Context: an optimization exercise on an open-source flow, tuned for small area. The choices shown serve that exercise and are no tape-out recipe. The RTL was checked by simulation tests, not by an equivalence proof against the original design.

==> v19 <==
==> flow/design.v (excerpt) <==
module prbs_link_top #(
   parameter int WORD_W     = prbs_link_pkg::DEF_WORD_W,
   parameter int NUM_LANES  = prbs_link_pkg::DEF_NUM_LANES,
   parameter int LOCK_WORDS = prbs_link_pkg::DEF_LOCK_WORDS
) (
   input  logic                                       clk_i,
   input  logic                                       rst_i,
   input  logic [NUM_LANES-1:0][WORD_W-1:0]           rx_words_i,
   input  logic [prbs_link_pkg::sel_w(NUM_LANES)-1:0] chan_sel_i,
   input  logic [prbs_link_pkg::INIT_W-1:0]           err_init_i,
   output logic [WORD_W-1:0]                          tx_word_o,
   output logic [prbs_link_pkg::TOT_W-1:0]            status_o,
   output logic                                       err_flag_o,
   output logic [NUM_LANES-1:0]                       aligned_o
);
   logic                              vld_q;
   logic                              go;
   logic [NUM_LANES-1:0]              lane_aligned;
   logic [NUM_LANES-1:0]              lane_err;
   logic [NUM_LANES-1:0][TOT_W-1:0]   lane_total;
   always_ff @(posedge clk_i)
   begin
      vld_q <= ~rst_i;
   end
   assign go = vld_q & ~rst_i;
   prbs7_gen #(
      .WORD_W (WORD_W)
   ) u_gen (
      .clk_i  (clk_i),
      .rst_i  (rst_i),
      .vld_i  (vld_q),
      .go_i   (go),
      .word_o (tx_word_o)
   );
   for (genvar k = 0; k < NUM_LANES; k++)
   begin : g_lane
      lane_checker #(
         .WORD_W (WORD_W)
      ) u_chk (
         .clk_i          (clk_i),
         .rst_i          (rst_i),
         .vld_i          (vld_q),
  ...
==> module prbs7_gen, before the edit <==
module prbs7_gen #(
   parameter int WORD_W = prbs_link_pkg::DEF_WORD_W
) (
   input  logic              clk_i,
   input  logic              rst_i,
   input  logic              vld_i,
   input  logic              go_i,
   output logic [WORD_W-1:0] word_o
);
   localparam logic [PRBS_ORDER-1:0] PRE_SEED = 7'b0101010;
   logic [PRBS_ORDER-1:0]        hist_q;
   logic [PRBS_ORDER-1:0]        hist_d;
   logic [WORD_W+PRBS_ORDER-1:0] strm;
   assign strm[PRBS_ORDER-1:0] = hist_q;
   for (genvar n = PRBS_ORDER; n < WORD_W + PRBS_ORDER; n++)
   begin : g_strm
      prbs_xor2 u_x (
         .a (strm[n-PRBS_ORDER]),
         .b (strm[n-PRBS_TAP]),
         .y (strm[n])
      );
   end
   assign word_o = strm[WORD_W+PRBS_ORDER-1:PRBS_ORDER];
   for (genvar j = 0; j < PRBS_ORDER; j++)
   begin : g_hist
      if (PRE_SEED[j])
      begin : g_one
         assign hist_d[j] = ~rst_i & (strm[WORD_W+j] | ~vld_i);
      end
      else
      begin : g_zero
         assign hist_d[j] = go_i & strm[WORD_W+j];
      end
   end
   always_ff @(posedge clk_i)
   begin
      hist_q <= hist_d;
   end
endmodule
==> module prbs_aoi222, before the edit <==
module prbs_aoi222 (
   input  logic [2:0] a_i,
   input  logic [2:0] b_i,
   output logic       y_o
);
   assign y_o = ~|(a_i & b_i);
endmodule
==> module prbs_nand3, before the edit <==
module prbs_nand3 (
   input  logic [2:0] a_i,
   output logic       y_o
);
   assign y_o = ~&a_i;
endmodule
==> module prbs_sel8, before the edit <==
module prbs_sel8 (
   input  logic [7:0] d_i,
   input  logic [7:0] oh_i,
   output logic       y_o
);
   logic [2:0] part_n;
   prbs_aoi222 u_a0 (.a_i(d_i[2:0]), .b_i(oh_i[2:0]), .y_o(part_n[0]));
   prbs_aoi222 u_a1 (.a_i(d_i[5:3]), .b_i(oh_i[5:3]), .y_o(part_n[1]));
   prbs_aoi222 u_a2 (.a_i({d_i[7], d_i[7:6]}), .b_i({oh_i[7], oh_i[7:6]}), .y_o(part_n[2]));
   prbs_nand3  u_or (.a_i(part_n), .y_o(y_o));
endmodule
==> module prbs_link_top, before the edit <==
module prbs_link_top #(
   parameter int WORD_W     = prbs_link_pkg::DEF_WORD_W,
   parameter int NUM_LANES  = prbs_link_pkg::DEF_NUM_LANES,
   parameter int LOCK_WORDS = prbs_link_pkg::DEF_LOCK_WORDS
) (
   input  logic                                       clk_i,
   input  logic                                       rst_i,
   input  logic [NUM_LANES-1:0][WORD_W-1:0]           rx_words_i,
   input  logic [prbs_link_pkg::sel_w(NUM_LANES)-1:0] chan_sel_i,
   input  logic [prbs_link_pkg::INIT_W-1:0]           err_init_i,
   output logic [WORD_W-1:0]                          tx_word_o,
   output logic [prbs_link_pkg::TOT_W-1:0]            status_o,
   output logic                                       err_flag_o,
   output logic [NUM_LANES-1:0]                       aligned_o
);
   logic                              vld_q;
   logic                              go;
   logic [NUM_LANES-1:0]              lane_aligned;
   logic [NUM_LANES-1:0]              lane_err;
   logic [NUM_LANES-1:0][TOT_W-1:0]   lane_total;
   always_ff @(posedge clk_i)
   begin
      vld_q <= ~rst_i;
   end
   assign go = vld_q & ~rst_i;
   prbs7_gen #(
      .WORD_W (WORD_W)
   ) u_gen (
      .clk_i  (clk_i),
      .rst_i  (rst_i),
      .vld_i  (vld_q),
      .go_i   (go),
      .word_o (tx_word_o)
   );
   for (genvar k = 0; k < NUM_LANES; k++)
   begin : g_lane
      lane_checker #(
         .WORD_W (WORD_W)
      ) u_chk (
         .clk_i          (clk_i),
         .rst_i          (rst_i),
         .vld_i          (vld_q),
         .go_i           (go),
         .rx_word_i      (rx_words_i[k]),
         .aligned_o      (lane_aligned[k]),
         .word_err_o     (lane_err[k]),
         .total_errors_o (lane_total[k])
      );
   end
   error_readout #(
      .NUM_LANES (NUM_LANES)
   ) u_readout (
      .clk_i          (clk_i),
      .rst_i          (rst_i),
      .vld_i          (vld_q),
      .lane_aligned_i (lane_aligned),
      .lane_err_i     (lane_err),
      .lane_total_i   (lane_total),
      .chan_sel_i     (chan_sel_i),
      .err_init_i     (err_init_i),
      .status_o       (status_o),
      .err_flag_o     (err_flag_o),
      .aligned_o      (aligned_o)
   );
endmodule
clock: 12.0 ns
lec_check: 0
cap_margin: 10
core_margin: 2
core_utilization: 60
gpl_timing_driven: 0
slew_margin: 10
synth_hierarchical: 1
standard.sh (not shown) runs the stock make flow with config.mk's settings and CLKGATE_MAP_FILE= SYNTH_SCRIPT=/design/flow/synth_recipe.tcl, a recipe that flattens the netlist after the stock synthesis.
==> flow/flow/run.sh <==
#!/bin/bash
set -o pipefail
export BUFFER_PORTS_ARGS="-buffer_cell sky130_fd_sc_hd__buf_1"
export CTS_ARGS="-sink_clustering_enable -repair_clock_nets -dont_use_dummy_load -buf_list sky130_fd_sc_hd__clkbuf_4 -sink_clustering_size 10 -sink_clustering_max_diameter 40"
export REMOVE_ABC_BUFFERS=1
bash standard.sh REMOVE_ABC_BUFFERS=1 finish > standard.log 2>&1
==> v32 (differences from v19) <==
==> flow/flow/run.sh (replaced) <==
#!/bin/bash
set -o pipefail
export BUFFER_PORTS_ARGS="-buffer_cell sky130_fd_sc_hd__buf_1"
export CTS_ARGS="-sink_clustering_enable -repair_clock_nets -dont_use_dummy_load -buf_list sky130_fd_sc_hd__clkbuf_2 -sink_clustering_size 6 -sink_clustering_max_diameter 30"
export REMOVE_ABC_BUFFERS=1
bash standard.sh REMOVE_ABC_BUFFERS=1 finish > standard.log 2>&1
==> v3 (differences from v19) <==
--- a/flow/design.v
+++ b/flow/design.v
@@ -26,5 +26,4 @@
    input  logic              rst_i,
    input  logic              vld_i,
-   input  logic              go_i,
    output logic [WORD_W-1:0] word_o
 );
@@ -43,15 +42,5 @@
    end
    assign word_o = strm[WORD_W+PRBS_ORDER-1:PRBS_ORDER];
-   for (genvar j = 0; j < PRBS_ORDER; j++)
-   begin : g_hist
-      if (PRE_SEED[j])
-      begin : g_one
-         assign hist_d[j] = ~rst_i & (strm[WORD_W+j] | ~vld_i);
-      end
-      else
-      begin : g_zero
-         assign hist_d[j] = go_i & strm[WORD_W+j];
-      end
-   end
+   assign hist_d = rst_i ? '0 : (vld_i ? strm[WORD_W+PRBS_ORDER-1 -: PRBS_ORDER] : PRE_SEED);
    always_ff @(posedge clk_i)
    begin
@@ -107,17 +96,4 @@
    assign y = ~(a | b);
 endmodule
-module prbs_aoi222 (
-   input  logic [2:0] a_i,
-   input  logic [2:0] b_i,
-   output logic       y_o
-);
-   assign y_o = ~|(a_i & b_i);
-endmodule
-module prbs_nand3 (
-   input  logic [2:0] a_i,
-   output logic       y_o
-);
-   assign y_o = ~&a_i;
-endmodule
 module prbs_sel8 (
    input  logic [7:0] d_i,
@@ -125,9 +101,5 @@
    output logic       y_o
 );
-   logic [2:0] part_n;
-   prbs_aoi222 u_a0 (.a_i(d_i[2:0]), .b_i(oh_i[2:0]), .y_o(part_n[0]));
-   prbs_aoi222 u_a1 (.a_i(d_i[5:3]), .b_i(oh_i[5:3]), .y_o(part_n[1]));
-   prbs_aoi222 u_a2 (.a_i({d_i[7], d_i[7:6]}), .b_i({oh_i[7], oh_i[7:6]}), .y_o(part_n[2]));
-   prbs_nand3  u_or (.a_i(part_n), .y_o(y_o));
+   assign y_o = |(d_i & oh_i);
 endmodule
 module lane_checker #(
@@ -457,5 +429,4 @@
       .rst_i  (rst_i),
       .vld_i  (vld_q),
-      .go_i   (go),
       .word_o (tx_word_o)
    );
==> metrics.yaml <==
min_period_ns: 11.46
critPathMaxStageDelay_ns: 0.56
drive_gt1_frac: 0.0192
fillers: 4209
status: "timing/DRC/antenna clean"
yosysSeqAreaShare: 0.195
grt_pass1_vias: 23300
# the run above: v19

==> metrics.yaml <==
critPathMaxStageDelay_ns: 0.56
grt_pass1_vias: 23600
status: "timing/DRC/antenna clean"
drive_gt1_frac: 0.0282
min_period_ns: 11.33
yosysSeqAreaShare: 0.195
# the run above: v32

==> metrics.yaml <==
drive_gt1_frac: 0.0210
synth.most_common_cell: "xor2_1"
status: "timing/DRC/antenna clean"
min_period_ns: 11.65
yosysSeqAreaShare: 0.195
areaGrowthSynthToFinish_pct: 11.9
critPathMaxStageDelay_ns: 0.60
multi_input_area_um2: 25200
grt_pass1_vias: 24000
fillers: 4102
# the run above: v3

-- what the ideal ports hide --
In the flow no input, the clock included, has a driving cell. The finished layouts below were timed again as built, in two steps.
Step 1 sets driving cells, clkbuf_16 on the clock port and buf_2 on the other inputs (assumed; they add their load-dependent delay and slew).
Step 2 moves the port delays by t, midway between the first and last clock arrival at a register: inputs arrive t later, outputs are due t later. That takes back most of the time a late clock gives input paths.
a / b / c = ideal ports / drivers / drivers and shift; a / b = the first two.
run | shift t [ns] | setup WS [ns] | worst setup path after step 2 | latest minus earliest clock arrival (ns) | worst slew at a driven data input, ns
v19 | 0.773 | 0.540 / 0.565 / -0.208 | input to register | 0.076 / 0.076 | 0.16
v32 | 0.955 | 0.674 / 0.696 / -0.259 | input to register | 0.172 / 0.172 | 0.17
v3 | 0.770 | 0.354 / 0.341 / -0.429 | input to register | 0.118 / 0.118 | 0.13
Met with ideal ports but missed after step 2: setup timing in every run listed. For v32, which loses most, drivers alone change the setup slack by +0.022 ns; drivers and shift together by -0.933 ns.
